This is an optimization exercise on Yosys and OpenROAD, whose aim is small area, not a production implementation. At most, simulation tests tie the RTL to the original design; equivalence was not proved. The RTL of runs 2, 3 and 5 to 7 was laid out without a check of its function. Power figures rest on the tool's default switching activity, not on a simulated workload.

--- design.v ---
module port_ingress_buffer #(
  parameter  int DATA_WIDTH = 128,
  parameter  int PORT_NUB   = 16,
  parameter  int PORT_ID    = 3,
  parameter  int FIFO_DEPTH = 8,
  localparam int PW         = $clog2(PORT_NUB),
  localparam int CW         = $clog2(FIFO_DEPTH) + 1,
  localparam int WIDTH_PORT = 2*PW + DATA_WIDTH
) (
  input  logic                         clk,
  input  logic                         rst_n,
  input  logic                         in_valid,
  output logic                         in_ready,
  input  logic [PW-1:0]                in_rx_port,
  input  logic [DATA_WIDTH-1:0]        in_data,
  input  logic                         slot_start,
  input  logic                         grant,
  output logic [WIDTH_PORT-1:0]        port_out,
  output logic                         req_valid,
  output logic [CW-1:0]                fifo_count,
  output logic                         drop_err,
  output logic [7:0]                   stall_cnt
);
  localparam int                    PTRW     = CW - 1;
  localparam int                    EW       = PW + DATA_WIDTH;
  localparam logic [PW-1:0]         MY_ID    = PW'(PORT_ID);
  localparam logic [WIDTH_PORT-1:0] IDLE_PKT = {MY_ID, MY_ID, {DATA_WIDTH{1'b0}}};
  typedef enum logic {S_IDLE, S_OFFER} state_t;
  logic [EW-1:0]         r_mem [FIFO_DEPTH];
  logic [PTRW-1:0]       r_wr_ptr, r_rd_ptr;
  logic [CW-1:0]         r_count;
  logic                  r_drop_err;
  state_t                r_state;
  logic [WIDTH_PORT-1:0] r_port_out;
  logic                  r_req_valid;
  logic [7:0]            r_stall;
  logic                  w_in_ready;
  logic                  w_push;
  logic                  w_loopback;
  logic                  w_store;
  logic                  w_pop;
  logic [PTRW-1:0]       w_rd_nxt;
  function automatic logic [WIDTH_PORT-1:0] fmt(input logic [EW-1:0] e);
    fmt = {e[EW-1:DATA_WIDTH], MY_ID, e[DATA_WIDTH-1:0]};
  endfunction
  assign w_in_ready = (r_count != CW'(FIFO_DEPTH)) && rst_n;
  assign w_push     = in_valid && w_in_ready;
  assign w_loopback = (in_rx_port == MY_ID);
  assign w_store    = w_push && !w_loopback;
  assign w_pop      = (r_state == S_OFFER) && grant;
  assign w_rd_nxt   = r_rd_ptr + 1'b1;
  always_ff @(posedge clk) begin
    if (w_store) r_mem[r_wr_ptr] <= {in_rx_port, in_data};
  end
  always_ff @(posedge clk) begin
    if (!rst_n) begin
      r_wr_ptr   <= '0;
      r_rd_ptr   <= '0;
      r_count    <= '0;
      r_drop_err <= 1'b0;
    end else begin
      if (w_store) r_wr_ptr <= r_wr_ptr + 1'b1;
      if (w_pop)   r_rd_ptr <= w_rd_nxt;
      r_count    <= r_count + CW'(w_store) - CW'(w_pop);
      r_drop_err <= w_push && w_loopback;
    end
  end
  always_ff @(posedge clk) begin
    if (!rst_n) begin
      r_state     <= S_IDLE;
      r_port_out  <= IDLE_PKT;
      r_req_valid <= 1'b0;
      r_stall     <= 8'd0;
    end else begin
      case (r_state)
        S_IDLE: begin
          if (slot_start && (r_count != '0)) begin
            r_port_out  <= fmt(r_mem[r_rd_ptr]);
            r_req_valid <= 1'b1;
            r_state     <= S_OFFER;
          end
        end
        S_OFFER: begin
          if (grant) begin
            r_stall <= 8'd0;
            if (slot_start && (r_count > CW'(1))) begin
              r_port_out <= fmt(r_mem[w_rd_nxt]);
            end else begin
              r_port_out  <= IDLE_PKT;
              r_req_valid <= 1'b0;
              r_state     <= S_IDLE;
            end
          end else if (slot_start) begin
            if (r_stall != 8'hFF) r_stall <= r_stall + 8'd1;
          end
        end
        default: begin
          r_state     <= S_IDLE;
          r_port_out  <= IDLE_PKT;
          r_req_valid <= 1'b0;
        end
      endcase
    end
  end
  assign in_ready  = w_in_ready;
  assign port_out  = r_port_out;
  assign req_valid = r_req_valid;
  assign fifo_count    = r_count;
  assign drop_err      = r_drop_err;
  assign stall_cnt     = r_stall;
endmodule
--- constraint.sdc ---
create_clock -name core_clock -period 4.0 [get_ports {clk}]
set_input_delay 0.8000 -clock core_clock [delete_from_list [all_inputs] [get_ports {clk}]]
set_output_delay 0.8000 -clock core_clock [all_outputs]
set_load 0.01 [all_outputs]
--- config.mk ---
export PLATFORM = sky130hd
export DESIGN_NAME = port_ingress_buffer
export DESIGN_NICKNAME = port_ingress_buffer
export VERILOG_FILES = /design/flow/design.v
export SDC_FILE = /design/flow/constraint.sdc
export NUM_CORES = 4
export LEC_CHECK = 0
export CAP_MARGIN = 20
export CORE_MARGIN = 2
export CORE_UTILIZATION = 40
export SLEW_MARGIN = 20
--- run.sh ---
#!/bin/bash
# synth_recipe.tcl (not shown) runs the flow's synth.tcl, then flattens the netlist and writes it again
# the make line also repeats each setting of config.mk as NAME=value (left out here)
make -C /OpenROAD-flow-scripts/flow DESIGN_CONFIG=/design/flow/config.mk WORK_HOME=/design/flow/orfs CLKGATE_MAP_FILE= SYNTH_SCRIPT=/design/flow/synth_recipe.tcl finish
==> results of run 1 <==
[per-stage QoR]
stage / utilization [%] / total power [W] / cells
after global routing: 47.91 / 0.03469 / 5195
after global placement: 44.59 / 0.02154 / 4944
final: 47.91 / 0.03345 / 5198
after floorplan: - / 0.01876 / 3077
after CTS: 47.90 / 0.03375 / 5193
after detailed placement: 44.59 / 0.02156 / 4944
[sequential cells by signal (all words and copies together) (netlist names), named ones only]
register / count
r_mem: 1056
r_port_out: 132
r_stall: 8
r_count: 4
r_rd_ptr: 3
r_wr_ptr: 3
r_drop_err: 1
r_req_valid: 1
r_state: 1
[power groups by stage]
stage | clock network, W | logic (W) | registers [W]
2_1_floorplan | 0 | 0.00362 | 0.0151
3_3_place_gp | 0 | 0.00627 | 0.0153
3_5_place_dp | 0 | 0.00630 | 0.0153
4_1_cts | 0.0124 | 0.00633 | 0.0150
5_1_grt | 0.0129 | 0.00671 | 0.0151
6_report | 0.0121 | 0.00631 | 0.0150
[layer usage]
metal  share of wire, %  global-route usage (%)
met1                 43                   31.70
met2                 46                   34.59
met3                8.6                   5.066
met4                1.9                   5.934
met5              0.084                       0
[kinds of logic (layout without fill, tap and decap cells)]
| group | count (synthesis) | in the layout | share of synthesized area (%) |
|---|---|---|---|
| XOR/XNOR | 10 | 10 | 0.1652 |
| multiplexers | 794 | 794 | 21.22 |
| AND/OR/NAND/NOR | 77 | 77 | 0.8353 |
| buffers and inverters | 287 | 648 | 2.463 |
| other | 2 | 9 | 0.01416 |
| AO/OA/AOI/OAI | 683 | 683 | 9.363 |
| adder cells (fa/ha/maj) | 10 | 10 | 0.2501 |
| flip-flops | 1212 | 1212 | 65.69 |
[final cells by class]
class                           count  area, um^2
Fill cell                       11010       68470
Sequential cell                  1212       34840
Multi-Input combinational cell   1578       17060
Timing Repair Buffer              387        4464
Clock buffer                      188        3834
Tap cell                         1755        2196
Clock inverter                     61       524.3
Inverter                           12       50.05
Antenna cell                        5       12.51
[cells in the final DEF (no fill, tap or decap), types with 4 or more instances in the layout]
cell and n:
conb_1 4, diode_2 5, dfxtp_1 153, clkbuf_16 140
a22oi_1 134, clkbuf_1 33, nand2b_1 5, a21oi_1 135
bufinv_16 6, buf_12 68, buf_4 36, clkinv_1 17
nand3_1 9, edfxtp_1 1056, mux2i_1 530, inv_1 11
xnor2_1 8, inv_6 7, a32oi_1 131, clkbuf_8 15
ha_1 8, clkinv_2 22, mux4_2 264, nor2b_1 5
a21boi_0 4, clkdlybuf4s50_1 283, nor3_4 4, o21ai_0 53
a311oi_1 5, nor2_1 4, nand2_1 15, o21ai_1 80
and2_1 10, a222oi_1 130
[Yosys cell counts (2+ instances only)]
| master | count | share of area, % |
|---|---|---|
| edfxtp_1 | 1056 | 60 |
| mux2i_1 | 530 | 10 |
| mux4_2 | 264 | 11 |
| dfxtp_1 | 156 | 5.9 |
| clkbuf_1 | 142 | 1.0 |
| a21oi_1 | 135 | 1.3 |
| a22oi_1 | 134 | 1.9 |
| a32oi_1 | 131 | 2.2 |
| a222oi_1 | 130 | 2.5 |
| buf_2 | 114 | 1.1 |
| o21ai_1 | 80 | 0.76 |
| o21ai_0 | 53 | 0.50 |
| nand2_1 | 15 | 0.11 |
| and2_1 | 11 | 0.13 |
| inv_1 | 11 | 0.078 |
| buf_6 | 9 | 0.19 |
| ha_1 | 9 | 0.21 |
| nand3_1 | 9 | 0.085 |
| xnor2_1 | 8 | 0.13 |
| nor2b_1 | 7 | 0.083 |
| nor2_1 | 6 | 0.042 |
| a311oi_1 | 5 | 0.083 |
| buf_1 | 5 | 0.035 |
| buf_4 | 5 | 0.071 |
| nand2b_1 | 5 | 0.059 |
| nor3_1 | 5 | 0.047 |
| nor3b_1 | 5 | 0.071 |
| a21boi_0 | 4 | 0.057 |
| nand3b_1 | 3 | 0.042 |
| a221oi_1 | 2 | 0.033 |
| a31o_2 | 2 | 0.033 |
| and4_1 | 2 | 0.033 |
| conb_1 | 2 | 0.014 |
| nand4_1 | 2 | 0.024 |
| o22ai_1 | 2 | 0.024 |
| xor2_1 | 2 | 0.033 |
[worst max-delay path, cell delays in order (launching register included)]
cell	delay (ps)
dfxtp_1	550
ha_1	220
or3b_2	460
and2_1	190
clkdlybuf4s50_1	610
[worst max path at each step]
stage,start,to
6_report,r_count[3],in_ready
5_1_grt,r_count[3],in_ready
4_1_cts,r_count[3],in_ready
3_5_place_dp,in_rx_port[2],r_mem[6][125]
3_3_place_gp,in_rx_port[2],r_mem[6][16]
2_1_floorplan,in_rx_port[2],r_mem[1][0]
==> impl_metrics.env, run 1 <==
export IMPL_hp_class="reg -> reg"
export IMPL_combPwrFrac_pct=18.9
export IMPL_postCtsSetupRepairBufs=0
export IMPL_start_kind="flip-flop"
export IMPL_hold_viol_final=0
export IMPL_p_seq_share_pct=44.9
export IMPL_path_max_fanout=3
export IMPL_clock_power_share_pct=36.3
export IMPL_final_setup_worst_slack_ps=396.4
export IMPL_arrival_ps=2800
export IMPL_intPower_w=0.02441
export IMPL_power_density_nw_per_um2=531.0
export IMPL_drt_pre_antenna_iters=9
export IMPL_r2r_setup_slack_ps=1040
export IMPL_fp_dieArea_um2=135500
export IMPL_final_layout_size_suffix_gt1_share_pct=17.28
export IMPL_final_period_utilization_pct=90.09
export IMPL_path_class="reg -> out"
export IMPL_final_setup_tns_ps=0
export IMPL_num_rows=133
export IMPL_track_usage_pct=22.30
export IMPL_drtIter0Drc=3724
export IMPL_vias_per_cell=6.224
export IMPL_gp_congestion=0.7616
export IMPL_clk_pin_slew_worst_paths_ps=60
export IMPL_wl_um=153100
export IMPL_start_util_pct=40.34
export IMPL_grt_max_degree=157
export IMPL_hold_path_cell_count=2
export IMPL_status="timing/DRC/antenna clean"
export IMPL_period_needed_ps=3604
export IMPL_crit_required_ps=3200
export IMPL_clk_latency_ps=770
export IMPL_fin_skew_ps=37.67
export IMPL_async_reset_ff_share_pct=0
export IMPL_yosys_cell_types_count=50
export IMPL_seq_area_frac_synth_pct=65.69
export IMPL_die_height_um=368.1
export IMPL_clock_path_buffers=3
export IMPL_tightest_slew_ps=1115
export IMPL_synth_area_um2=53030
export IMPL_max_cap_violations=0
export IMPL_slew_limit_headroom_pct=25.68
export IMPL_dpl_cell_area_um2=58620
export IMPL_hpwl_um=82060
export IMPL_num_vias=32350
export IMPL_ir_drop_mv=0.4444
export IMPL_hold_buffers=0
export IMPL_synth_seq_cells=1212
export IMPL_post_route_cell_area_um2=62990
export IMPL_die_w_um=368.1
export IMPL_synth_area_per_cell_um2=17.24
export IMPL_antenna_left=0
export IMPL_pre_cts_ws_ps=393.9
export IMPL_cts_resized=0
export IMPL_synth_edff_count=1056
export IMPL_antenna_found_initial=16
export IMPL_sw_frac_of_total_pct=27.02
export IMPL_syn2layout_area_growth_pct=18.79
export IMPL_min_to="r_port_out[14]"
export IMPL_drv_slew=0
export IMPL_synthCells=3075
export IMPL_cts_root_buf="clkbuf_16"
export IMPL_ioPinCount=288
export IMPL_wire_per_inst_um=29.46
export IMPL_power_switching_w=0.009036
export IMPL_cts_tree="done"
export IMPL_end_kind="output pin"
export IMPL_min_from="r_port_out[14]"
export IMPL_yosys_warnings=1
export IMPL_r2r_start="r_count[2]"
export IMPL_grt_pass1_vias=32880
export IMPL_numCtsBuffers=136
export IMPL_r2r_end="r_mem[6][119]"
export IMPL_grt_overflow=0
export IMPL_drc=0
export IMPL_nNetsFinal=3474
export IMPL_p_leak_nw=18.57
export IMPL_port_buffers=283
export IMPL_ys_flop_type="edfxtp_1"
export IMPL_cts_sinks=1212
export IMPL_core_area_um2=131500
export IMPL_grt_pass1_wl_um=223400
export IMPL_grt_setup_unrepaired="no"
export IMPL_r2r_cells=8
export IMPL_holdWs_ps=466.3
export IMPL_htree_levels=4
export IMPL_fmax_ghz=0.2775
export IMPL_finalSetupViolations=0
==> inputs of run 2 (changes only) <==
==> design.v (replaced) <==
module port_ingress_buffer #(
  parameter  int DATA_WIDTH = 128,
  parameter  int PORT_NUB   = 16,
  parameter  int PORT_ID    = 3,
  parameter  int FIFO_DEPTH = 8,
  localparam int PW         = $clog2(PORT_NUB),
  localparam int CW         = $clog2(FIFO_DEPTH) + 1,
  localparam int WIDTH_PORT = 2*PW + DATA_WIDTH
) (
  input  logic                         clk,
  input  logic                         rst_n,
  input  logic                         in_valid,
  output logic                         in_ready,
  input  logic [PW-1:0]                in_rx_port,
  input  logic [DATA_WIDTH-1:0]        in_data,
  input  logic                         slot_start,
  input  logic                         grant,
  output logic [WIDTH_PORT-1:0]        port_out,
  output logic                         req_valid,
  output logic [CW-1:0]                fifo_count,
  output logic                         drop_err,
  output logic [7:0]                   stall_cnt
);
  localparam int                    PTRW  = CW - 1;
  localparam int                    EW    = PW + DATA_WIDTH;
  localparam logic [PW-1:0]         MY_ID = PW'(PORT_ID);
  logic [EW-1:0]         r_mem [FIFO_DEPTH];
  logic [PTRW-1:0]       r_wr_ptr;
  logic [FIFO_DEPTH-1:0] r_rd_oh;      
  logic [CW-1:0]         r_count;
  logic                  r_drop_err;
  logic                  r_req_valid;
  logic [7:0]            r_stall;
  logic                  w_in_ready;
  logic                  w_push;
  logic                  w_loopback;
  logic                  w_store;
  logic                  w_pop;
  logic                  w_offer;
  logic [FIFO_DEPTH-1:0] w_sel;
  logic [EW-1:0]         w_head;
  assign w_in_ready = !r_count[CW-1] && rst_n;
  assign w_push     = in_valid && w_in_ready;
  assign w_loopback = (in_rx_port == MY_ID);
  assign w_store    = w_push && !w_loopback;
  assign w_pop      = r_req_valid && grant;
  assign w_offer    = slot_start && (r_req_valid ? (grant && (r_count > CW'(1)))
                                                 : (r_count != '0));
  always_ff @(posedge clk) begin
    for (int i = 0; i < FIFO_DEPTH; i++)
      if (w_store && (r_wr_ptr == PTRW'(i))) r_mem[i] <= {in_rx_port, in_data};
  end
  always_ff @(posedge clk) begin
    if (!rst_n) begin
      r_wr_ptr    <= '0;
      r_rd_oh     <= FIFO_DEPTH'(1);
      r_count     <= '0;
      r_drop_err  <= 1'b0;
      r_req_valid <= 1'b0;
      r_stall     <= 8'd0;
    end else begin
      if (w_store) r_wr_ptr <= r_wr_ptr + 1'b1;
      if (w_pop)   r_rd_oh  <= {r_rd_oh[FIFO_DEPTH-2:0], r_rd_oh[FIFO_DEPTH-1]};
      r_count    <= r_count + CW'(w_store) - CW'(w_pop);
      r_drop_err <= w_push && w_loopback;
      if (!r_req_valid || grant) r_req_valid <= w_offer;
      if (w_pop)
        r_stall <= 8'd0;
      else if (r_req_valid && slot_start && (r_stall != 8'hFF))
        r_stall <= r_stall + 8'd1;
    end
  end
  assign w_sel = r_rd_oh & {FIFO_DEPTH{r_req_valid}};
  logic [EW-1:0] w_g0_n, w_g1_n, w_g2_n;
  assign w_g0_n = ~((r_mem[0] & {EW{w_sel[0]}}) | (r_mem[1] & {EW{w_sel[1]}}) |
                    (r_mem[2] & {EW{w_sel[2]}}));
  assign w_g1_n = ~((r_mem[3] & {EW{w_sel[3]}}) | (r_mem[4] & {EW{w_sel[4]}}) |
                    (r_mem[5] & {EW{w_sel[5]}}));
  assign w_g2_n = ~((r_mem[6] & {EW{w_sel[6]}}) | (r_mem[7] & {EW{w_sel[7]}}));
  assign w_head = ~(w_g0_n & w_g1_n & w_g2_n);
  assign in_ready   = w_in_ready;
  assign port_out   = {w_head[EW-1:DATA_WIDTH] | (MY_ID & {PW{!r_req_valid}}),
                       MY_ID, w_head[DATA_WIDTH-1:0]};
  assign req_valid  = r_req_valid;
  assign fifo_count = r_count;
  assign drop_err   = r_drop_err;
  assign stall_cnt  = r_stall;
endmodule
--- a/config.mk
+++ b/config.mk
@@ -9,3 +9,4 @@
 export CORE_MARGIN = 2
 export CORE_UTILIZATION = 40
+export CTS_BUF_LIST = sky130_fd_sc_hd__clkbuf_8
 export SLEW_MARGIN = 20
==> run 2 against run 1 <==
Net effect:
- still clean
- combinational power fell by 66%
- register-to-register slack improved by 630 ps
- final cell count shrank 26%
==> impl_metrics.env, run 2 <==
export IMPL_status="timing/DRC/antenna clean"
export IMPL_grt_pass1_wl_um=152100
export IMPL_drt_pre_antenna_iters=5
export IMPL_synth_top_cell_by_area="edfxtp_1"
export IMPL_async_reset_ff_share_pct=0
export IMPL_period_needed_ps=3940
export IMPL_start_util_pct=40.22
export IMPL_seq_area_frac_synth_pct=83.06
export IMPL_synthCells=2012
export IMPL_htree_levels=4
export IMPL_synth_top_cell_area_share_pct=81.77
export IMPL_drc=0
export IMPL_crit_slowest_cell="clkdlybuf4s50_1"
export IMPL_placedCellCount=3524
export IMPL_ioPinCount=288
export IMPL_synth_area_per_cell_um2=19.28
export IMPL_hold_viol_final=0
export IMPL_arrival_ps=3140
export IMPL_tightest_slew_ps=639.3
export IMPL_core_area_um2=96420
export IMPL_path_delay_family="buffers and inverters"
export IMPL_die_height_um=315.4
export IMPL_fp_dieArea_um2=99460
export IMPL_yosys_warnings=2
export IMPL_synth_area_um2=38780
export IMPL_grt_max_degree=77
export IMPL_nNetsFinal=2575
export IMPL_reg_top3="r_mem (1056), r_rd_oh (8), r_stall (8)"
export IMPL_instances_no_fill=3839
export IMPL_clock_path_buffers=3
export IMPL_syn2layout_area_growth_pct=21.21
export IMPL_cp_cell_sequence="buf_12 > a22oi_1 > a41oi_1 > clkdlybuf4s50_1"
export IMPL_critPathMaxStageDelay_ps=650
export IMPL_clk_latency_ps=820
export IMPL_path_buf_inv=2
export IMPL_end_kind="output pin"
export IMPL_power_density_nw_per_um2=495.7
export IMPL_cts_root_buf="clkbuf_8"
export IMPL_hpwl_um=56570
export IMPL_grt_pass1_vias=23050
export IMPL_hp_class="reg -> reg"
export IMPL_gp_congestion=0.8096
export IMPL_track_usage_pct=20.70
export IMPL_slew_limit_headroom_pct=57.38
export IMPL_mostFrequentLayoutCells="edfxtp_1, a22oi_1, clkdlybuf4s50_1"
export IMPL_drv_slew=0
export IMPL_finalSetupViolations=0
export IMPL_port_buffers=283
export IMPL_regMostFlops="r_mem"
export IMPL_cts_sinks=1081
export IMPL_clk_pin_slew_worst_paths_ps=60
export IMPL_fmax_ghz=0.2538
export IMPL_antenna_left=0
export IMPL_die_w_um=315.4
export IMPL_synth_seq_cells=1081
export IMPL_ys_top_cells_by_count="edfxtp_1, a22oi_1, a41oi_1"
export IMPL_grt_setup_unrepaired="no"
export IMPL_final_period_utilization_pct=98.50
export IMPL_yosys_cell_types_count=47
export IMPL_wire_per_inst_um=27.05
export IMPL_start_kind="flip-flop"
export IMPL_drtIter0Drc=2106
export IMPL_wl_um=103900
export IMPL_crit_required_ps=3200
export IMPL_p_leak_nw=14.08
export IMPL_num_vias=22200
export IMPL_fin_skew_ps=24.17
export IMPL_max_cap_violations=0
export IMPL_ys_flop_type="edfxtp_1"
export IMPL_synth_edff_count=1056
export IMPL_antenna_found_initial=5
export IMPL_path_max_fanout=50
export IMPL_num_rows=114
export IMPL_vias_per_cell=5.783
export IMPL_grt_overflow=0
export IMPL_hold_buffers=0
export IMPL_layout_commonest_cell="edfxtp_1"
export IMPL_cts_tree="done"
export IMPL_ys_top_cells_by_area="edfxtp_1, a22oi_1, a41oi_1"
export IMPL_numCtsBuffers=172
export IMPL_path_class="reg -> out"
export IMPL_ir_drop_mv=0.2426
export IMPL_largest_register_ffs=1056
export IMPL_final_layout_size_suffix_gt1_share_pct=12.62
export IMPL_yosysMostFrequentCell="edfxtp_1"
export IMPL_final_setup_tns_ps=0
run 2: path summary, 6_finish.rpt:
path / from / end / slack, ps / cells after the start
hold / removal: r_wr_ptr[0] / r_wr_ptr[0] / 540 / 2
setup reg to reg: r_req_valid / r_count[2] / 1670 / 9
hold reg to reg: r_wr_ptr[0] / r_wr_ptr[0] / 540 / 2
setup / recovery: r_rd_oh[1] / port_out[72] / 60 / 4
run 2: report_power, final:
| part | internal, W | leakage, nW | total (W) | switching [W] |
|---|---|---|---|---|
| Sequential | 0.0127 | 9.73 | 0.0128 | 0.0000870 |
| Clock | 0.00419 | 1.72 | 0.00840 | 0.00422 |
| Combinational | 0.000888 | 2.63 | 0.00212 | 0.00123 |
run 2: per-layer routing:
metal  track usage, %  up-vias  wire length, um
met1            27.27    11620            42850
li1                 -     9484                -
met4            6.097        4             1645
met3            4.152      126             7181
met5                0        -               26
met2            34.90      966            52140
run 2: worst register-to-register path, cell delays in order, from the launching register on:
cell      delay, ps
dfxtp_1         330
buf_4           190
nand2_2         180
clkinv_1        250
ha_1            350
inv_1            40
ha_1            210
fa_1            420
xnor2_1         170
nor2_1           50
run 2: final cells by class:
cell class	count	area, um^2
fillers	8034	49420
multi-input cells	776	5959
clock buffers	174	2395
flip-flops and latches	1081	32240
well taps	1276	1597
inverters	16	62.56
clock inverters	135	645.6
diodes	3	7.507
repair buffers	378	4099
run 2: cells by family after synthesis:
family | Yosys count | share of synthesized area [%]
compound gates | 685 | 13.59
fa+ha+maj | 13 | 0.4388
xor+xnor | 1 | 0.02259
simple gates | 68 | 0.9453
mux | 5 | 0.1291
buf+inv | 157 | 1.797
flops | 1081 | 83.06
other cells | 2 | 0.01936
run 2: metrics by stage:
| stage | instance area, um^2 | power, W | setup WS (ps) | util (%) | hold WS, ps |
|---|---|---|---|---|---|
| after global routing | 47010 | 0.02414 | 2.988 | 48.75 | 570.1 |
| after floorplan | 38800 | 0.01386 | 580.3 | - | 483.7 |
| final | 47010 | 0.02330 | 59.81 | 48.75 | 535.8 |
| after CTS | 46970 | 0.02353 | 15.18 | 48.71 | 537.7 |
| after detailed placement | 43880 | 0.01514 | 609.6 | 45.51 | 528.3 |
| after global placement | 43880 | 0.01511 | 606.6 | 45.51 | 502.8 |
run 2: what timing repair did:
action | 4_1_cts | 5_1_grt
pin swaps | 0 | 0
gates resized for setup | 4 | 2
gates cloned | 0 | 0
setup buffers | 1 | 2
endpoints found under the setup margin | 11 | 5
==> inputs of run 3 (changes only) <==
--- a/config.mk
+++ b/config.mk
@@ -9,4 +9,4 @@
 export CORE_MARGIN = 2
 export CORE_UTILIZATION = 40
-export CTS_BUF_LIST = sky130_fd_sc_hd__clkbuf_8
+export CTS_BUF_LIST = sky130_fd_sc_hd__clkbuf_4
 export SLEW_MARGIN = 20
==> run 3 against run 2 <==
Net effect:
- setup slack better by 47 ps
- wire length is 7.6% higher
- sequential power hardly changed
- hold slack worse by 150 ps
- area after synthesis stayed put
- final cell count is 4.7% higher
- still clean
- critical path depth stayed put
- utilization is 1.6 points higher
- synthesized cell count stayed put
- non-clock buffer count is 38 higher
==> impl_metrics.env, run 3 <==
export IMPL_regMostFlops="r_mem"
export IMPL_synth_top_family_by_area="compound AO/OA/AOI/OAI gates"
export IMPL_hold_viol_final=0
export IMPL_crit_required_ps=3200
export IMPL_synthCells=2012
export IMPL_hold_buffers=0
export IMPL_final_period_utilization_pct=97.32
export IMPL_path_buf_inv=2
export IMPL_finalSetupViolations=0
export IMPL_drtIter0Drc=2148
export IMPL_die_height_um=315.4
export IMPL_ioPinCount=288
export IMPL_hp_class="in -> reg"
export IMPL_critPathMaxStageDelay_ps=610
export IMPL_r2r_end="r_count[2]"
export IMPL_wire_per_inst_um=27.81
export IMPL_htree_levels=5
export IMPL_grt_max_degree=69
export IMPL_ys_top_cells_by_count="edfxtp_1, a22oi_1, a41oi_1"
export IMPL_ir_drop_mv=0.2412
export IMPL_holdWs_ps=388.1
export IMPL_hpwl_um=56570
export IMPL_synth_top_cell_area_share_pct=81.77
export IMPL_fp_dieArea_um2=99460
export IMPL_synth_mux_area_fraction_pct=0.1290
export IMPL_r2r_setup_slack_ps=1630
export IMPL_final_setup_worst_slack_ps=107.1
export IMPL_clock_path_buffers=4
export IMPL_max_cap_violations=0
export IMPL_nNetsFinal=2733
export IMPL_gp_congestion=0.8096
export IMPL_async_reset_ff_share_pct=0
export IMPL_p_leak_nw=15.14
export IMPL_slew_limit_headroom_pct=56.79
export IMPL_min_to="r_mem[3][62]"
export IMPL_r2r_cells=9
export IMPL_synth_seq_cells=1081
export IMPL_seq_area_frac_synth_pct=83.06
export IMPL_final_layout_size_suffix_gt1_share_pct=22.33
export IMPL_drv_slew=0
export IMPL_grt_pass1_vias=24420
export IMPL_layout_commonest_cell="edfxtp_1"
export IMPL_end_kind="output pin"
export IMPL_dpl_cell_area_um2=43880
export IMPL_mostFrequentLayoutCells="edfxtp_1, a22oi_1, clkbuf_4"
export IMPL_synth_top_cell_by_area="edfxtp_1"
export IMPL_cts_root_buf="clkbuf_4"
export IMPL_ys_flop_type="edfxtp_1"
export IMPL_ys_top_cells_by_area="edfxtp_1, a22oi_1, a41oi_1"
export IMPL_post_route_cell_area_um2=48510
export IMPL_power_density_nw_per_um2=493.4
export IMPL_path_class="reg -> out"
export IMPL_synth_edff_count=1056
export IMPL_drt_pre_antenna_iters=7
export IMPL_arrival_ps=3090
export IMPL_period_needed_ps=3893
export IMPL_fmax_ghz=0.2569
export IMPL_grt_setup_unrepaired="yes"
export IMPL_synthXorXnorAreaFrac_pct=0.02258
export IMPL_num_vias=23320
export IMPL_grt_pass1_wl_um=161800
export IMPL_syn2layout_area_growth_pct=25.09
export IMPL_die_w_um=315.4
export IMPL_status="timing/DRC/antenna clean"
export IMPL_cp_cell_sequence="buf_16 > a22oi_1 > a41oi_2 > clkdlybuf4s50_1"
export IMPL_antenna_left=0
export IMPL_synth_area_um2=38780
export IMPL_clk_latency_ps=1140
export IMPL_antenna_found_initial=11
export IMPL_path_delay_family="buffers and inverters"
export IMPL_largest_register_ffs=1056
export IMPL_r2r_start="r_req_valid"
export IMPL_synth_compound_area_share_pct=13.59
export IMPL_tightest_slew_ps=648.1
export IMPL_pre_cts_ws_ps=609.6
export IMPL_path_max_fanout=38
export IMPL_fillers=7941
export IMPL_yosys_cell_types_count=47
export IMPL_vias_per_cell=5.803
export IMPL_start_kind="flip-flop"
export IMPL_synth_area_per_cell_um2=19.28
export IMPL_clk_pin_slew_worst_paths_ps=70
export IMPL_grt_overflow=0
export IMPL_min_from="in_data[62]"
export IMPL_yosys_warnings=2
export IMPL_drc=0
export IMPL_yosysMostFrequentCell="edfxtp_1"
export IMPL_cts_sinks=1081
export IMPL_cts_tree="done"
export IMPL_crit_slowest_cell="clkdlybuf4s50_1"
export IMPL_wl_um=111800
export IMPL_synth_adder_area_share_pct=0.4388
export IMPL_reg_top3="r_mem (1056), r_rd_oh (8), r_stall (8)"
export IMPL_hold_path_cell_count=1
export IMPL_core_area_um2=96420
export IMPL_start_util_pct=40.22
export IMPL_fin_skew_ps=98.49
export IMPL_port_buffers=283
export IMPL_track_usage_pct=22.29
export IMPL_num_rows=114
export IMPL_synthSimpleGateAreaFrac_pct=0.9453
export IMPL_numCtsBuffers=292
[run 3: where the power goes]
part	leakage, nW	switching [W]	internal, W
sequential	9.73	0.0000823	0.0127
clock	1.95	0.00419	0.00470
combinational	3.45	0.00132	0.000955
[run 3: area by class of cell]
type                       instances  area, um^2  share of cell area [%]
antenna                            7       17.52                 0.03611
multi-input combinational        776        6357                   13.10
clock inverter                    59       336.6                  0.6938
clock buffer                     388        2913                   6.004
sequential                      1081       32240                   66.46
timing repair buffer             416        4986                   10.28
inverter                          16       65.06                  0.1341
tap                             1276        1597                   3.291
[run 3: cells by family (layout without fill, tap and decap cells)]
group	after synthesis	in the layout
and+or+nand+nor	68	68
muxes	5	5
AOI/OAI and AO/OA	685	685
DFF	1081	1081
xor gates and xnor gates	1	1
other	2	11
buffers and inverters	157	879
adders and majority gates	13	13
[run 3: repair_timing]
action                                  CTS  global route
resized for setup                        83            36
cloned                                   14             1
pin swaps                                 5            10
setup buffers                            25             2
hold endpoints to repair                  0             0
endpoints found under the setup margin  131            53
[run 3: layer usage]
layer,wire length (um),global-route usage (%)
met1,45360,28.70
met5,54,0
met4,2454,7.820
met2,55500,37.12
met3,8393,5.274
[run 3: worst max path at each step]
stage / cells past startpoint / end / startpoint
after floorplan: 4 / r_mem[0][0] / rst_n
after global placement: 10 / r_count[2] / in_rx_port[2]
after detailed placement: 6 / r_mem[4][36] / in_rx_port[2]
after CTS: 4 / port_out[35] / r_rd_oh[3]
after global routing: 4 / port_out[29] / r_rd_oh[0]
final: 4 / port_out[57] / r_rd_oh[0]
[run 3: per-stage QoR]
stage,TNS (ps),total power [W],instances,utilization (%)
6_report,0,0.02394,4019,50.31
5_1_grt,-182.5,0.02494,4018,50.31
3_3_place_gp,0,0.01511,3524,45.51
2_1_floorplan,0,0.01386,2014,-
4_1_cts,-457.6,0.02418,4010,50.09
3_5_place_dp,0,0.01514,3524,45.51
==> inputs of run 4 (changes only) <==
--- a/design.v
+++ b/design.v
@@ -72,11 +72,9 @@
   end
   assign w_sel = r_rd_oh & {FIFO_DEPTH{r_req_valid}};
-  logic [EW-1:0] w_g0_n, w_g1_n, w_g2_n;
-  assign w_g0_n = ~((r_mem[0] & {EW{w_sel[0]}}) | (r_mem[1] & {EW{w_sel[1]}}) |
-                    (r_mem[2] & {EW{w_sel[2]}}));
-  assign w_g1_n = ~((r_mem[3] & {EW{w_sel[3]}}) | (r_mem[4] & {EW{w_sel[4]}}) |
-                    (r_mem[5] & {EW{w_sel[5]}}));
-  assign w_g2_n = ~((r_mem[6] & {EW{w_sel[6]}}) | (r_mem[7] & {EW{w_sel[7]}}));
-  assign w_head = ~(w_g0_n & w_g1_n & w_g2_n);
+  always_comb begin
+    w_head = '0;
+    for (int i = 0; i < FIFO_DEPTH; i++)
+      w_head = w_head | (r_mem[i] & {EW{w_sel[i]}});
+  end
   assign in_ready   = w_in_ready;
   assign port_out   = {w_head[EW-1:DATA_WIDTH] | (MY_ID & {PW{!r_req_valid}}),
--- a/config.mk
+++ b/config.mk
@@ -9,4 +9,3 @@
 export CORE_MARGIN = 2
 export CORE_UTILIZATION = 40
-export CTS_BUF_LIST = sky130_fd_sc_hd__clkbuf_4
 export SLEW_MARGIN = 20
==> run 4 against run 3 <==
Net effect:
- clock power is 12% higher
- final cell count is 4.7% lower
- synthesized cell count is 6.3% higher
- maximum frequency is 2.8% higher
- largest cell class unchanged
- setup slack better by 110 ps
- global-route usage is 1.9 points lower
- wire length is 7.0% lower
- critical path depth is 1 higher
- highest routed layer unchanged
- still clean on timing, DRC and antenna
- cell area is 1.8% lower
==> impl_metrics.env, run 4 <==
export IMPL_status="timing/DRC/antenna clean"
export IMPL_grt_overflow=0
export IMPL_synth_seq_cells=1081
export IMPL_nNetsFinal=2614
export IMPL_final_setup_tns_ps=0
export IMPL_htree_levels=3
export IMPL_wl_met3_um=7554
export IMPL_seq_area_frac_synth_pct=82.01
export IMPL_synth_top_cell_area_share_pct=80.74
export IMPL_regMostFlops="r_mem"
export IMPL_drc=0
export IMPL_dpl_cell_area_um2=44120
export IMPL_instances_no_fill=3831
export IMPL_crit_required_ps=3200
export IMPL_hold_viol_final=0
export IMPL_hpwl_um=56820
export IMPL_post_route_cell_area_um2=47660
export IMPL_path_max_fanout=36
export IMPL_yosys_cell_types_count=40
export IMPL_ir_drop_mv=0.3547
export IMPL_clock_path_buffers=3
export IMPL_grt_pass1_vias=21740
export IMPL_finalSetupViolations=0
export IMPL_start_kind="flip-flop"
export IMPL_num_vias=21770
export IMPL_max_cap_violations=0
export IMPL_wl_um=103900
export IMPL_ys_flop_type="edfxtp_1"
export IMPL_grt_pass1_wl_um=148700
export IMPL_final_layout_size_suffix_gt1_share_pct=9.796
export IMPL_num_rows=114
export IMPL_slew_limit_headroom_pct=48.66
export IMPL_ys_top_cells_by_area="edfxtp_1, a22o_1, a22oi_1"
export IMPL_power_density_nw_per_um2=523.8
export IMPL_async_reset_ff_share_pct=0
export IMPL_gp_congestion=0.7377
export IMPL_track_usage_pct=20.34
export IMPL_routed_wl_met2_um=51240
export IMPL_antenna_left=0
export IMPL_mostFrequentLayoutCells="edfxtp_1, clkdlybuf4s50_1, a22oi_1"
export IMPL_yosysMostFrequentCell="edfxtp_1"
export IMPL_cts_tree="done"
export IMPL_postCtsSetupRepairBufs=0
export IMPL_synth_top_cell_by_area="edfxtp_1"
export IMPL_grt_setup_unrepaired="no"
export IMPL_port_buffers=283
export IMPL_synth_edff_count=1056
export IMPL_hold_buffers=0
export IMPL_clk_latency_ps=690
export IMPL_die_w_um=317.4
export IMPL_drt_pre_antenna_iters=5
export IMPL_reg_top3="r_mem (1056), r_rd_oh (8), r_stall (8)"
export IMPL_placedCellCount=3629
export IMPL_drv_slew=0
export IMPL_ioPinCount=288
export IMPL_fmax_ghz=0.2640
export IMPL_die_height_um=317.4
export IMPL_numCtsBuffers=109
export IMPL_ys_top_cells_by_count="edfxtp_1, a22oi_1, a22o_1"
export IMPL_fin_skew_ps=24.69
export IMPL_arrival_ps=2990
export IMPL_end_kind="output pin"
export IMPL_synth_area_per_cell_um2=18.36
export IMPL_routed_top_layer="met5"
export IMPL_fp_dieArea_um2=100700
export IMPL_synthCells=2139
export IMPL_cts_resized=0
export IMPL_final_period_utilization_pct=94.69
export IMPL_drtIter0Drc=1930
export IMPL_core_area_um2=96990
export IMPL_largest_register_ffs=1056
export IMPL_synth_area_um2=39280
export IMPL_grt_max_degree=80
export IMPL_period_needed_ps=3788
export IMPL_tightest_slew_ps=770.1
export IMPL_path_class="reg -> out"
export IMPL_vias_per_cell=5.682
export IMPL_cts_root_buf="clkbuf_16"
export IMPL_start_util_pct=40.49
export IMPL_critPathMaxStageDelay_ps=600
export IMPL_clk_pin_slew_worst_paths_ps=60
export IMPL_cts_sinks=1081
export IMPL_cp_cell_sequence="and2_4 > buf_12 > a22oi_1 > nand3_1 > clkdlybuf4s50_1"
export IMPL_layout_commonest_cell="edfxtp_1"
export IMPL_antenna_found_initial=15
export IMPL_routedLengthMet1_um=42850
export IMPL_yosys_warnings=2
export IMPL_hp_class="reg -> reg"
export IMPL_syn2layout_area_growth_pct=21.34
export IMPL_wire_per_inst_um=27.12
export IMPL_p_leak_nw=15.20
export IMPL_crit_slowest_cell="clkdlybuf4s50_1"
## run 4: cell types whose count changed in the layout (fill, tap and decap cells not counted), sizes merged, moves of 19 or more
cell and change:
o21ai +129, clkdlybuf4s50 +36, dlymetal6s2s -19, a22o +260, buf -52, a22oi -256
clkbuf -243, a41oi -130, nand3 +131
## run 4: final timing paths
check                                 start      endpoint  slack (ps)  cells after the start
worst min register to register   r_stall[6]    r_stall[6]         510                      2
worst min-delay path             r_stall[6]    r_stall[6]         510                      2
worst max-delay path            r_req_valid  port_out[87]         210                      5
worst max register to register  r_req_valid    r_count[2]        1400                      9
## run 4: kinds of logic (layout without fill, tap and decap cells)
kind of cell,after synthesis,in the layout,share of synthesized area [%]
adders and majority gates,13,13,0.4332
buffers and inverters,155,566,1.730
and+or+nand+nor,200,200,2.584
other,2,7,0.01912
DFF,1081,1081,82.01
AOI/OAI and AO/OA,680,680,13.04
muxes,2,2,0.05097
xor gates and xnor gates,6,6,0.1338
## run 4: metrics by stage
step	worst slack [ps]	hold slack, ps	utilization [%]	power, W
2_1_floorplan	485.7	497.7	-	0.01392
3_3_place_gp	528.9	476.3	45.49	0.01518
3_5_place_dp	500.4	502.9	45.49	0.01521
4_1_cts	149.9	513.2	49.13	0.02522
5_1_grt	106.8	576.1	49.14	0.02577
6_report	212.4	509.9	49.14	0.02496
## run 4: power by group
group | total, W | internal, W | switching, W
registers | 0.0128 | 0.0127 | 0.0000873
logic | 0.00215 | 0.000918 | 0.00123
clock network | 0.0100 | 0.00584 | 0.00419
## run 4: final cells by class
class,count,area [um^2]
fill,7947,49330
sequential,1081,32240
multi-input combinational,905,6446
timing repair buffer,355,3799
clock buffer,146,2918
tap,1276,1597
clock inverter,53,609.3
inverter,12,45.04
antenna,3,7.507
## run 4: per-layer routing
metal  track usage, %  vias to the layer above
met5                0                        -
met4            5.751                       24
met1            26.85                    11260
li1                 -                     9508
met2            33.91                      822
met3            4.552                      152
## run 4: critical path, delay by kind of cell (launching register included)
family | cells | cell delay [ps]
flip-flops | 1 | 480
AO/OA/AOI/OAI | 1 | 140
buffers and inverters | 2 | 930
AND/OR/NAND/NOR | 2 | 700
==> inputs of run 5 (changes only) <==
--- a/design.v
+++ b/design.v
@@ -28,4 +28,5 @@
   logic [PTRW-1:0]       r_wr_ptr;
   logic [FIFO_DEPTH-1:0] r_rd_oh;      
+  logic [FIFO_DEPTH-1:0] r_sel;        
   logic [CW-1:0]         r_count;
   logic                  r_drop_err;
@@ -38,5 +39,5 @@
   logic                  w_pop;
   logic                  w_offer;
-  logic [FIFO_DEPTH-1:0] w_sel;
+  logic [FIFO_DEPTH-1:0] w_rd_oh_nxt;
   logic [EW-1:0]         w_head;
   assign w_in_ready = !r_count[CW-1] && rst_n;
@@ -55,4 +56,5 @@
       r_wr_ptr    <= '0;
       r_rd_oh     <= FIFO_DEPTH'(1);
+      r_sel       <= '0;
       r_count     <= '0;
       r_drop_err  <= 1'b0;
@@ -61,8 +63,11 @@
     end else begin
       if (w_store) r_wr_ptr <= r_wr_ptr + 1'b1;
-      if (w_pop)   r_rd_oh  <= {r_rd_oh[FIFO_DEPTH-2:0], r_rd_oh[FIFO_DEPTH-1]};
+      r_rd_oh    <= w_rd_oh_nxt;
       r_count    <= r_count + CW'(w_store) - CW'(w_pop);
       r_drop_err <= w_push && w_loopback;
-      if (!r_req_valid || grant) r_req_valid <= w_offer;
+      if (!r_req_valid || grant) begin
+        r_req_valid <= w_offer;
+        r_sel       <= w_offer ? w_rd_oh_nxt : '0;
+      end
       if (w_pop)
         r_stall <= 8'd0;
@@ -71,10 +76,12 @@
     end
   end
-  assign w_sel = r_rd_oh & {FIFO_DEPTH{r_req_valid}};
-  always_comb begin
-    w_head = '0;
-    for (int i = 0; i < FIFO_DEPTH; i++)
-      w_head = w_head | (r_mem[i] & {EW{w_sel[i]}});
-  end
+  assign w_rd_oh_nxt = w_pop ? {r_rd_oh[FIFO_DEPTH-2:0], r_rd_oh[FIFO_DEPTH-1]} : r_rd_oh;
+  logic [EW-1:0] w_g0_n, w_g1_n, w_g2_n;
+  assign w_g0_n = ~((r_mem[0] & {EW{r_sel[0]}}) | (r_mem[1] & {EW{r_sel[1]}}) |
+                    (r_mem[2] & {EW{r_sel[2]}}));
+  assign w_g1_n = ~((r_mem[3] & {EW{r_sel[3]}}) | (r_mem[4] & {EW{r_sel[4]}}) |
+                    (r_mem[5] & {EW{r_sel[5]}}));
+  assign w_g2_n = ~((r_mem[6] & {EW{r_sel[6]}}) | (r_mem[7] & {EW{r_sel[7]}}));
+  assign w_head = ~(w_g0_n & w_g1_n & w_g2_n);
   assign in_ready   = w_in_ready;
   assign port_out   = {w_head[EW-1:DATA_WIDTH] | (MY_ID & {PW{!r_req_valid}}),
--- a/config.mk
+++ b/config.mk
@@ -9,3 +9,6 @@
 export CORE_MARGIN = 2
 export CORE_UTILIZATION = 40
+export CTS_BUF_LIST = sky130_fd_sc_hd__clkbuf_16
+export CTS_CLUSTER_DIAMETER = 60
+export CTS_CLUSTER_SIZE = 28
 export SLEW_MARGIN = 20
==> run 5 against run 4 <==
Net effect:
- non-clock buffer count down 15
- synthesized cell count down 6.2%
- die area down 1.7%
- critical path type unchanged
- sequential power about the same
- critical path depth down 1
- via count down 3.9%
==> impl_metrics.env, run 5 <==
export IMPL_status="timing/DRC/antenna clean"
export IMPL_grt_max_degree=77
export IMPL_nNetsFinal=2440
export IMPL_post_route_cell_area_um2=46120
export IMPL_critPathMaxStageDelay_ps=790
export IMPL_path_max_fanout=42
export IMPL_ioPinCount=288
export IMPL_cp_cell_sequence="buf_12 > a22oi_1 > nand4_1 > clkdlybuf4s50_1"
export IMPL_routed_top_layer="met5"
export IMPL_synth_edff_count=1056
export IMPL_yosys_cell_types_count=50
export IMPL_wl_um=98360
export IMPL_period_needed_ps=3563
export IMPL_postCtsSetupRepairBufs=0
export IMPL_drc=0
export IMPL_hpwl_um=54210
export IMPL_numCtsBuffers=72
export IMPL_htree_levels=3
export IMPL_final_layout_size_suffix_gt1_share_pct=8.901
export IMPL_layout_commonest_cell="edfxtp_1"
export IMPL_fin_skew_ps=21.55
export IMPL_path_delay_family="buffers and inverters"
export IMPL_end_kind="output pin"
export IMPL_cts_resized=0
export IMPL_num_vias=20930
export IMPL_start_kind="flip-flop"
export IMPL_arrival_ps=2760
export IMPL_gp_congestion=0.7613
export IMPL_fp_dieArea_um2=99010
export IMPL_power_density_nw_per_um2=503.0
export IMPL_fmax_ghz=0.2807
export IMPL_async_reset_ff_share_pct=0
export IMPL_mostFrequentLayoutCells="edfxtp_1, a22oi_1, clkdlybuf4s50_1"
export IMPL_cts_sinks=1089
export IMPL_fillers=7865
export IMPL_path_buf_inv=2
export IMPL_track_usage_pct=19.41
export IMPL_synth_top_cell_by_area="edfxtp_1"
export IMPL_grt_setup_unrepaired="no"
export IMPL_synth_area_per_cell_um2=19.24
export IMPL_wire_per_inst_um=27.21
export IMPL_drt_pre_antenna_iters=5
export IMPL_synth_area_um2=38600
export IMPL_wl_met3_um=5865
export IMPL_start_util_pct=40.51
export IMPL_syn2layout_area_growth_pct=19.47
export IMPL_clock_path_buffers=3
export IMPL_ys_top_cells_by_count="edfxtp_1, a22oi_1, nand4_1"
export IMPL_crit_required_ps=3200
export IMPL_hold_viol_final=0
export IMPL_routed_wl_met2_um=49990
export IMPL_holdWs_ps=476.4
export IMPL_ys_top_cells_by_area="edfxtp_1, a22oi_1, nand4_1"
export IMPL_hp_class="reg -> reg"
export IMPL_tightest_slew_ps=701.6
export IMPL_routedLengthMet1_um=40790
export IMPL_synth_top_cell_area_share_pct=82.14
export IMPL_grt_pass1_wl_um=142500
export IMPL_ir_drop_mv=0.3332
export IMPL_synthCells=2006
export IMPL_clk_pin_slew_worst_paths_ps=80
export IMPL_drtIter0Drc=1937
export IMPL_slew_limit_headroom_pct=53.23
export IMPL_grt_pass1_vias=21450
export IMPL_cts_root_buf="clkbuf_16"
export IMPL_finalSetupViolations=0
export IMPL_cts_tree="done"
export IMPL_crit_slowest_cell="dfxtp_4"
export IMPL_drv_slew=0
export IMPL_antenna_left=0
export IMPL_die_w_um=314.7
export IMPL_port_buffers=283
export IMPL_synth_seq_cells=1089
export IMPL_num_rows=113
export IMPL_postLayoutCoreUtil_pct=48.40
export IMPL_final_setup_tns_ps=0
export IMPL_regMostFlops="r_mem"
export IMPL_path_class="reg -> out"
export IMPL_p_leak_nw=13.96
export IMPL_largest_register_ffs=1056
export IMPL_yosys_warnings=2
export IMPL_die_height_um=314.7
export IMPL_grt_overflow=0
export IMPL_vias_per_cell=5.790
export IMPL_core_area_um2=95290
export IMPL_clk_latency_ps=640
export IMPL_hold_buffers=0
export IMPL_final_period_utilization_pct=89.07
export IMPL_max_cap_violations=0
export IMPL_ys_flop_type="edfxtp_1"
export IMPL_yosysMostFrequentCell="edfxtp_1"
export IMPL_finalPower_w=0.02320
export IMPL_seq_area_frac_synth_pct=83.85
export IMPL_antenna_found_initial=4
export IMPL_dpl_cell_area_um2=43450
-- run 5: cell count changes after synthesis, moves of 8 or more --
cell	previous run	this run
a21boi_0	8	0
nand4_1	3	132
o21ai_0	107	3
dfxtp_1	25	33
a22oi_1	264	520
and2_1	16	7
nand3_1	136	12
buf_1	9	26
o21ai_1	25	0
a22o_1	262	2
buf_2	51	26
-- run 5: metal layers --
metal  up-vias  track usage [%]
met5         -                0
met4         2            4.632
met3       105            2.723
met2       805            33.67
met1     10980            25.92
li1       9039                -
-- run 5: per-stage QoR --
step	cells	setup WS (ps)
2_1_floorplan	2008	538.7
3_3_place_gp	3481	639.6
3_5_place_dp	3481	617.6
4_1_cts	3613	393.7
5_1_grt	3615	328.9
6_report	3615	437.4
-- run 5: area by class of cell --
type | instances | area (um^2) | share of cell area [%]
clock inverter | 55 | 735.7 | 1.595
inverter | 11 | 41.29 | 0.08953
sequential | 1089 | 32400 | 70.26
tap | 1265 | 1583 | 3.432
timing repair buffer | 340 | 3749 | 8.128
antenna | 2 | 5.005 | 0.01085
multi-input combinational | 776 | 5678 | 12.31
clock buffer | 77 | 1927 | 4.178
-- run 5: worst paths after layout --
check / slack, ps / from / end / cells after the start
max: 440 / r_sel[4] / port_out[20] / 4
min: 480 / r_rd_oh[6] / r_rd_oh[6] / 2
max reg2reg: 1610 / r_req_valid / r_count[2] / 8
min reg2reg: 480 / r_rd_oh[6] / r_rd_oh[6] / 2
-- run 5: cell families after synthesis --
kind of cell / share of synthesized area (%)
xor gates and xnor gates: 0.1361
and+or+nand+nor: 3.021
AOI/OAI and AO/OA: 10.90
buffers and inverters: 1.549
muxes: 0.07779
other: 0.01945
DFF: 83.85
adders and majority gates: 0.4408
-- run 5: power by group --
group | internal, W | switching [W]
Combinational | 0.000884 | 0.00118
Clock | 0.00396 | 0.00429
Sequential | 0.0128 | 0.000119
Total | 0.0176 | 0.00559
-- run 5: worst min-delay path, stage by stage, from the launching register on --
cell and delay (ps):
dfxtp_1 310, nand2_1 50, a21boi_1 70
==> inputs of run 6 (changes only) <==
--- a/config.mk
+++ b/config.mk
@@ -9,6 +9,6 @@
 export CORE_MARGIN = 2
 export CORE_UTILIZATION = 40
-export CTS_BUF_LIST = sky130_fd_sc_hd__clkbuf_16
+export CTS_BUF_LIST = sky130_fd_sc_hd__clkbuf_8
 export CTS_CLUSTER_DIAMETER = 60
-export CTS_CLUSTER_SIZE = 28
+export CTS_CLUSTER_SIZE = 18
 export SLEW_MARGIN = 20
==> run 6 against run 5 <==
Net effect:
- critical path type unchanged
- cell area is 2.3% lower
- non-clock buffer count stayed put
- critical endpoint is now port_out[118]
- register-to-register slack better by 30 ps
- utilization is 1.1 points lower
- die area stayed put
- critical path depth stayed put
- largest power group unchanged
- clock power is 28% lower
- first-iteration DRC count is 4.6% higher
==> impl_metrics.env, run 6 <==
export IMPL_wl_um=98710
export IMPL_num_vias=20840
export IMPL_yosys_warnings=2
export IMPL_pre_cts_ws_ps=617.6
export IMPL_path_max_fanout=38
export IMPL_wire_per_inst_um=27.34
export IMPL_finalPower_w=0.02090
export IMPL_power_density_nw_per_um2=464.1
export IMPL_start_kind="flip-flop"
export IMPL_synth_top_cell_by_area="edfxtp_1"
export IMPL_synth_area_per_cell_um2=19.24
export IMPL_r2r_start="r_req_valid"
export IMPL_instances_no_fill=3611
export IMPL_p_leak_nw=13.48
export IMPL_nNetsFinal=2449
export IMPL_port_buffers=283
export IMPL_synth_edff_count=1056
export IMPL_synth_top_cell_area_share_pct=82.14
export IMPL_clk_latency_ps=730
export IMPL_mostFrequentLayoutCells="edfxtp_1, a22oi_1, clkdlybuf4s50_1"
export IMPL_core_area_um2=95290
export IMPL_path_class="reg -> out"
export IMPL_slew_limit_headroom_pct=52.91
export IMPL_crit_slowest_cell="dfxtp_4"
export IMPL_clock_path_buffers=3
export IMPL_ys_top_cells_by_count="edfxtp_1, a22oi_1, nand4_1"
export IMPL_ioPinCount=288
export IMPL_status="timing/DRC/antenna clean"
export IMPL_grt_pass1_vias=21550
export IMPL_start_util_pct=40.51
export IMPL_finalSetupViolations=0
export IMPL_die_w_um=314.7
export IMPL_cts_tree="done"
export IMPL_path_buf_inv=2
export IMPL_final_setup_tns_ps=0
export IMPL_drtIter0Drc=2026
export IMPL_fmax_ghz=0.2714
export IMPL_final_layout_size_suffix_gt1_share_pct=8.380
export IMPL_tightest_slew_ps=706.4
export IMPL_end_kind="output pin"
export IMPL_grt_overflow=0
export IMPL_final_setup_worst_slack_ps=315.7
export IMPL_num_rows=113
export IMPL_min_to="r_rd_oh[6]"
export IMPL_grt_setup_unrepaired="no"
export IMPL_ys_top_cells_by_area="edfxtp_1, a22oi_1, nand4_1"
export IMPL_ys_flop_type="edfxtp_1"
export IMPL_track_usage_pct=19.49
export IMPL_hold_path_cell_count=2
export IMPL_postLayoutCoreUtil_pct=47.26
export IMPL_path_delay_family="buffers and inverters"
export IMPL_hpwl_um=54210
export IMPL_r2r_end="r_count[2]"
export IMPL_yosysMostFrequentCell="edfxtp_1"
export IMPL_drv_slew=0
export IMPL_hp_class="reg -> reg"
export IMPL_drc=0
export IMPL_gp_congestion=0.7613
export IMPL_synth_seq_cells=1089
export IMPL_arrival_ps=2880
export IMPL_vias_per_cell=5.772
export IMPL_syn2layout_area_growth_pct=16.67
export IMPL_ff_latch_area_um2=32400
export IMPL_cp_cell_sequence="buf_4 > a22oi_1 > nand4_1 > clkdlybuf4s50_1"
export IMPL_yosys_cell_types_count=50
export IMPL_min_from="r_rd_oh[6]"
export IMPL_numCtsBuffers=81
export IMPL_synthCells=2006
export IMPL_placedCellCount=3481
export IMPL_cts_resized=0
export IMPL_synth_area_um2=38600
export IMPL_postCtsSetupRepairBufs=0
export IMPL_critPathMaxStageDelay_ps=810
export IMPL_ir_drop_mv=0.2670
export IMPL_hold_buffers=0
export IMPL_crit_required_ps=3200
export IMPL_regMostFlops="r_mem"
export IMPL_period_needed_ps=3684
export IMPL_multi_input_comb_area_um2=5678
export IMPL_seq_area_frac_synth_pct=83.85
export IMPL_fp_dieArea_um2=99010
export IMPL_cts_sinks=1089
export IMPL_die_height_um=314.7
export IMPL_antenna_left=0
export IMPL_fin_skew_ps=32.31
export IMPL_htree_levels=3
export IMPL_fillers=7943
export IMPL_grt_max_degree=77
export IMPL_antenna_found_initial=9
export IMPL_drt_pre_antenna_iters=6
export IMPL_r2r_setup_slack_ps=1640
export IMPL_grt_pass1_wl_um=142500
export IMPL_layout_commonest_cell="edfxtp_1"
export IMPL_async_reset_ff_share_pct=0
export IMPL_clk_pin_slew_worst_paths_ps=100
export IMPL_r2r_cells=8
export IMPL_final_period_utilization_pct=92.11
export IMPL_hold_viol_final=0
export IMPL_cts_root_buf="clkbuf_8"
export IMPL_max_cap_violations=0
export IMPL_largest_register_ffs=1056
==> run 6: cell counts after synthesis <==
No cell type changed its count.
==> run 6: logic make-up (layout without fill, tap and decap cells) <==
family	count (synthesis)	after routing	synth area share [%]
other	2	11	0.01945
adders and majority gates	13	13	0.4408
DFF	1089	1089	83.85
and+or+nand+nor	194	194	3.021
muxes	3	3	0.07779
buffers and inverters	143	474	1.549
xor gates and xnor gates	6	6	0.1361
AOI/OAI and AO/OA	556	556	10.90
==> run 6: through the flow <==
stage | cell area, um^2 | hold slack (ps)
final | 45040 | 481.3
after CTS | 45020 | 486.1
after detailed placement | 43450 | 470.8
after global routing | 45030 | 513.3
after global placement | 43450 | 465.0
after floorplan | 38620 | 450.1
==> run 6: cell type report <==
class | instances | area share, %
diodes | 7 | 0.03889
well taps | 1265 | 3.514
multi-input cells | 776 | 12.61
repair buffers | 340 | 8.323
flip-flops and latches | 1089 | 71.94
clock buffers | 83 | 2.536
clock inverters | 40 | 0.9501
inverters | 11 | 0.09167
==> run 6: worst reg2reg max path, cell delays in order (launching register included) <==
cell     delay, ps
dfxtp_1        660
nand2_1        380
inv_1          130
ha_1           140
inv_1           40
ha_1           200
fa_1           410
xor2_1         170
and2_1         150
==> run 6: power breakdown <==
part	leakage [nW]	switching, W	internal, W
logic	2.87	0.00118	0.000884
clock network	0.806	0.00365	0.00229
registers	9.80	0.000118	0.0128
==> run 6: worst max path at each step <==
stage | to | slack, ps | cells past startpoint | start
finish | port_out[118] | 320 | 4 | r_sel[4]
global route | port_out[26] | 180 | 4 | r_sel[4]
CTS | port_out[50] | 260 | 4 | r_sel[4]
detailed placement | r_mem[3][130] | 620 | 6 | in_rx_port[3]
global placement | r_mem[3][130] | 640 | 6 | in_rx_port[3]
floorplan | r_mem[0][0] | 540 | 4 | in_valid
==> run 6: metal layers <==
layer | global-route usage [%] | share of wire (%) | up-vias
li1 | - | - | 9003
met1 | 25.34 | 41 | 10930
met2 | 33.69 | 50 | 791
met3 | 3.585 | 6.7 | 113
met4 | 5.152 | 1.9 | 6
met5 | 0 | 0.038 | -
==> inputs of run 7 (changes only) <==
--- a/config.mk
+++ b/config.mk
@@ -8,7 +8,7 @@
 export CAP_MARGIN = 20
 export CORE_MARGIN = 2
-export CORE_UTILIZATION = 40
+export CORE_UTILIZATION = 65
 export CTS_BUF_LIST = sky130_fd_sc_hd__clkbuf_8
-export CTS_CLUSTER_DIAMETER = 60
-export CTS_CLUSTER_SIZE = 18
+export CTS_CLUSTER_DIAMETER = 50
+export CTS_CLUSTER_SIZE = 22
 export SLEW_MARGIN = 20
==> run 7 against run 6 <==
Net effect:
- cell area is 0.83% lower
- total power is 1.7% higher
- non-clock buffer count stayed put
- setup slack worse by 24 ps
- critical endpoint is now port_out[116]
- hold slack better by 18 ps
- clock skew is 13 ps higher
- sequential share of layout area is 0.60 points higher
- sequential cell count stayed put
- sequential power hardly changed
- synthesized cell count stayed put
- still clean
- maximum frequency is 0.65% lower
- largest power group unchanged
==> impl_metrics.env, run 7 <==
export IMPL_vias_per_cell=6.718
export IMPL_drt_pre_antenna_iters=5
export IMPL_syn2layout_area_growth_pct=15.70
export IMPL_path_class="reg -> out"
export IMPL_largest_register_ffs=1056
export IMPL_r2r_start="r_req_valid"
export IMPL_die_w_um=247.7
export IMPL_async_reset_ff_share_pct=0
export IMPL_ioPinCount=288
export IMPL_num_vias=21110
export IMPL_fp_dieArea_um2=61360
export IMPL_hold_buffers=0
export IMPL_path_max_fanout=45
export IMPL_postCtsSetupRepairBufs=0
export IMPL_p_leak_nw=13.61
export IMPL_grt_overflow=0
export IMPL_fmax_ghz=0.2697
export IMPL_final_layout_size_suffix_gt1_share_pct=9.310
export IMPL_port_buffers=283
export IMPL_ys_flop_type="edfxtp_1"
export IMPL_fin_skew_ps=45.63
export IMPL_wl_um=89980
export IMPL_synth_top_cell_by_area="edfxtp_1"
export IMPL_grt_max_degree=76
export IMPL_wl_met3_um=7653
export IMPL_drv_slew=0
export IMPL_clock_path_buffers=3
export IMPL_grt_pass1_wl_um=132400
export IMPL_r2r_cells=8
export IMPL_drtIter0Drc=1981
export IMPL_start_util_pct=65.53
export IMPL_min_to="r_rd_oh[5]"
export IMPL_final_period_utilization_pct=92.71
export IMPL_tightest_slew_ps=886.0
export IMPL_antenna_found_initial=10
export IMPL_max_cap_violations=0
export IMPL_ys_top_cells_by_area="edfxtp_1, a22oi_1, nand4_1"
export IMPL_post_route_cell_area_um2=44660
export IMPL_final_setup_worst_slack_ps=291.6
export IMPL_start_kind="flip-flop"
export IMPL_antenna_left=0
export IMPL_cts_root_buf="clkbuf_8"
export IMPL_clk_latency_ps=720
export IMPL_grt_pass1_vias=21230
export IMPL_synth_top_cell_area_share_pct=82.14
export IMPL_wire_per_inst_um=28.64
export IMPL_mostFrequentLayoutCells="edfxtp_1, a22oi_1, clkdlybuf4s50_1"
export IMPL_synth_edff_count=1056
export IMPL_yosysMostFrequentCell="edfxtp_1"
export IMPL_clk_pin_slew_worst_paths_ps=100
export IMPL_numCtsBuffers=80
export IMPL_synthCells=2006
export IMPL_ir_drop_mv=0.4373
export IMPL_hold_viol_final=0
export IMPL_r2r_setup_slack_ps=1580
export IMPL_track_usage_pct=29.52
export IMPL_hp_class="reg -> reg"
export IMPL_end_kind="output pin"
export IMPL_synth_area_per_cell_um2=19.24
export IMPL_synth_seq_cells=1089
export IMPL_drc=0
export IMPL_routed_wl_met2_um=44680
export IMPL_finalSetupViolations=0
export IMPL_cts_resized=0
export IMPL_holdWs_ps=499.3
export IMPL_power_density_nw_per_um2=475.8
export IMPL_grt_setup_unrepaired="no"
export IMPL_num_rows=89
export IMPL_hold_path_cell_count=2
export IMPL_period_needed_ps=3708
export IMPL_yosys_warnings=2
export IMPL_final_setup_tns_ps=0
export IMPL_yosys_cell_types_count=50
export IMPL_htree_levels=3
export IMPL_die_height_um=247.7
export IMPL_pre_cts_ws_ps=582.4
export IMPL_min_from="r_rd_oh[5]"
export IMPL_gp_congestion=0.7706
export IMPL_regMostFlops="r_mem"
export IMPL_ys_top_cells_by_count="edfxtp_1, a22oi_1, nand4_1"
export IMPL_routedLengthMet1_um=35810
export IMPL_crit_required_ps=3200
export IMPL_layout_commonest_cell="edfxtp_1"
export IMPL_cts_tree="done"
export IMPL_core_area_um2=58910
export IMPL_nNetsFinal=2448
export IMPL_status="timing/DRC/antenna clean"
export IMPL_cts_sinks=1089
export IMPL_dpl_cell_area_um2=42790
export IMPL_seq_area_frac_synth_pct=83.85
export IMPL_slew_limit_headroom_pct=40.93
export IMPL_r2r_end="r_count[2]"
export IMPL_arrival_ps=2910
export IMPL_hpwl_um=48510
export IMPL_synth_area_um2=38600
export IMPL_routed_top_layer="met5"
run 7: cell counts after synthesis:
Identical to the previous run, type by type.
run 7: worst max path at each step:
stage,startpoint,end,cells past startpoint
CTS,r_sel[0],port_out[6],4
finish,r_sel[4],port_out[116],4
detailed placement,in_rx_port[2],r_mem[5][104],6
floorplan,in_valid,r_mem[0][0],4
global route,r_sel[5],port_out[52],4
global placement,in_rx_port[2],r_mem[6][39],6
run 7: logic make-up (layout without fill, tap and decap cells):
family | count (synthesis) | count (layout) | synth area share (%)
AND/OR/NAND/NOR | 194 | 194 | 3.021
multiplexers | 3 | 3 | 0.07779
flip-flops | 1089 | 1089 | 83.85
other | 2 | 10 | 0.01945
AO/OA/AOI/OAI | 556 | 556 | 10.90
adder cells (fa/ha/maj) | 13 | 13 | 0.4408
XOR/XNOR | 6 | 6 | 0.1361
buffers and inverters | 143 | 498 | 1.549
run 7: worst max-delay path, stage by stage (launching register included):
cell,delay (ps)
dfxtp_4,830
buf_4,360
a22oi_1,120
nand4_1,220
clkdlybuf4s50_1,590
run 7: per-layer routing:
layer / vias up / global-route usage [%]
met5: - / 0
met4: 6 / 8.401
li1: 9048 / -
met2: 1024 / 48.20
met3: 112 / 5.190
met1: 10920 / 41.83
run 7: report_power, final:
part,switching [W],internal (W)
combinational,0.00109,0.000882
sequential,0.000146,0.0128
clock,0.00383,0.00254
total,0.00506,0.0162
run 7: through the flow:
step | util, % | total power (W) | instances
detailed placement | 72.63 | 0.01515 | 2989
finish | 75.82 | 0.02125 | 3142
global route | 75.82 | 0.02190 | 3142
global placement | 72.63 | 0.01512 | 2989
CTS | 75.79 | 0.02135 | 3136
floorplan | - | 0.01394 | 2008
run 7: layout make-up:
| class | count | area (um^2) |
|---|---|---|
| multi-input cells | 776 | 5678 |
| well taps | 773 | 967.2 |
| clock buffers | 85 | 1170 |
| flip-flops and latches | 1089 | 32400 |
| clock inverters | 62 | 693.2 |
| fillers | 3330 | 14240 |
| diodes | 6 | 15.01 |
| inverters | 11 | 41.29 |
| repair buffers | 340 | 3699 |

==> separate check: timing with driven ports <==
The results above use ideal ports. As a check the final layouts listed here were re-extracted and re-timed, cells and wires unchanged. Step 1: set_driving_cell puts a clkbuf_16 on clk and a buf_2 on each other input, an assumption about the parent block. Step 2 adds t to the input delays and takes it off the output delays; t is the mean of the earliest and latest rising clock arrival at the registers after step 1. Input paths then give back, and output paths get back, about the clock's delay inside the block. a / b / c = no drivers / after step 1 / after step 2; a / b = the first two.
run | shift t [ns] | slack for setup (ns) | worst hold slack (ns)
run 1 | 0.824 | 0.396 / 0.324 / 0.359 | 0.466 / 0.466 / 0.466
run 2 | 0.885 | 0.060 / -0.005 / 0.611 | 0.536 / 0.536 / 0.536
run 3 | 1.155 | 0.107 / 0.047 / 0.569 | 0.388 / 0.351 / 0.535
run 4 | 0.756 | 0.212 / 0.143 / 0.532 | 0.510 / 0.510 / 0.510
run 5 | 0.692 | 0.437 / 0.372 / 0.644 | 0.476 / 0.476 / 0.476
run 6 | 0.774 | 0.316 / 0.256 / 0.651 | 0.481 / 0.481 / 0.481
run 7 | 0.762 | 0.292 / 0.231 / 0.580 | 0.499 / 0.499 / 0.499
After both steps every run listed still meets setup and hold. For run 1, which loses most, drivers alone change the setup slack by -0.072 ns; drivers and shift together by -0.037 ns.
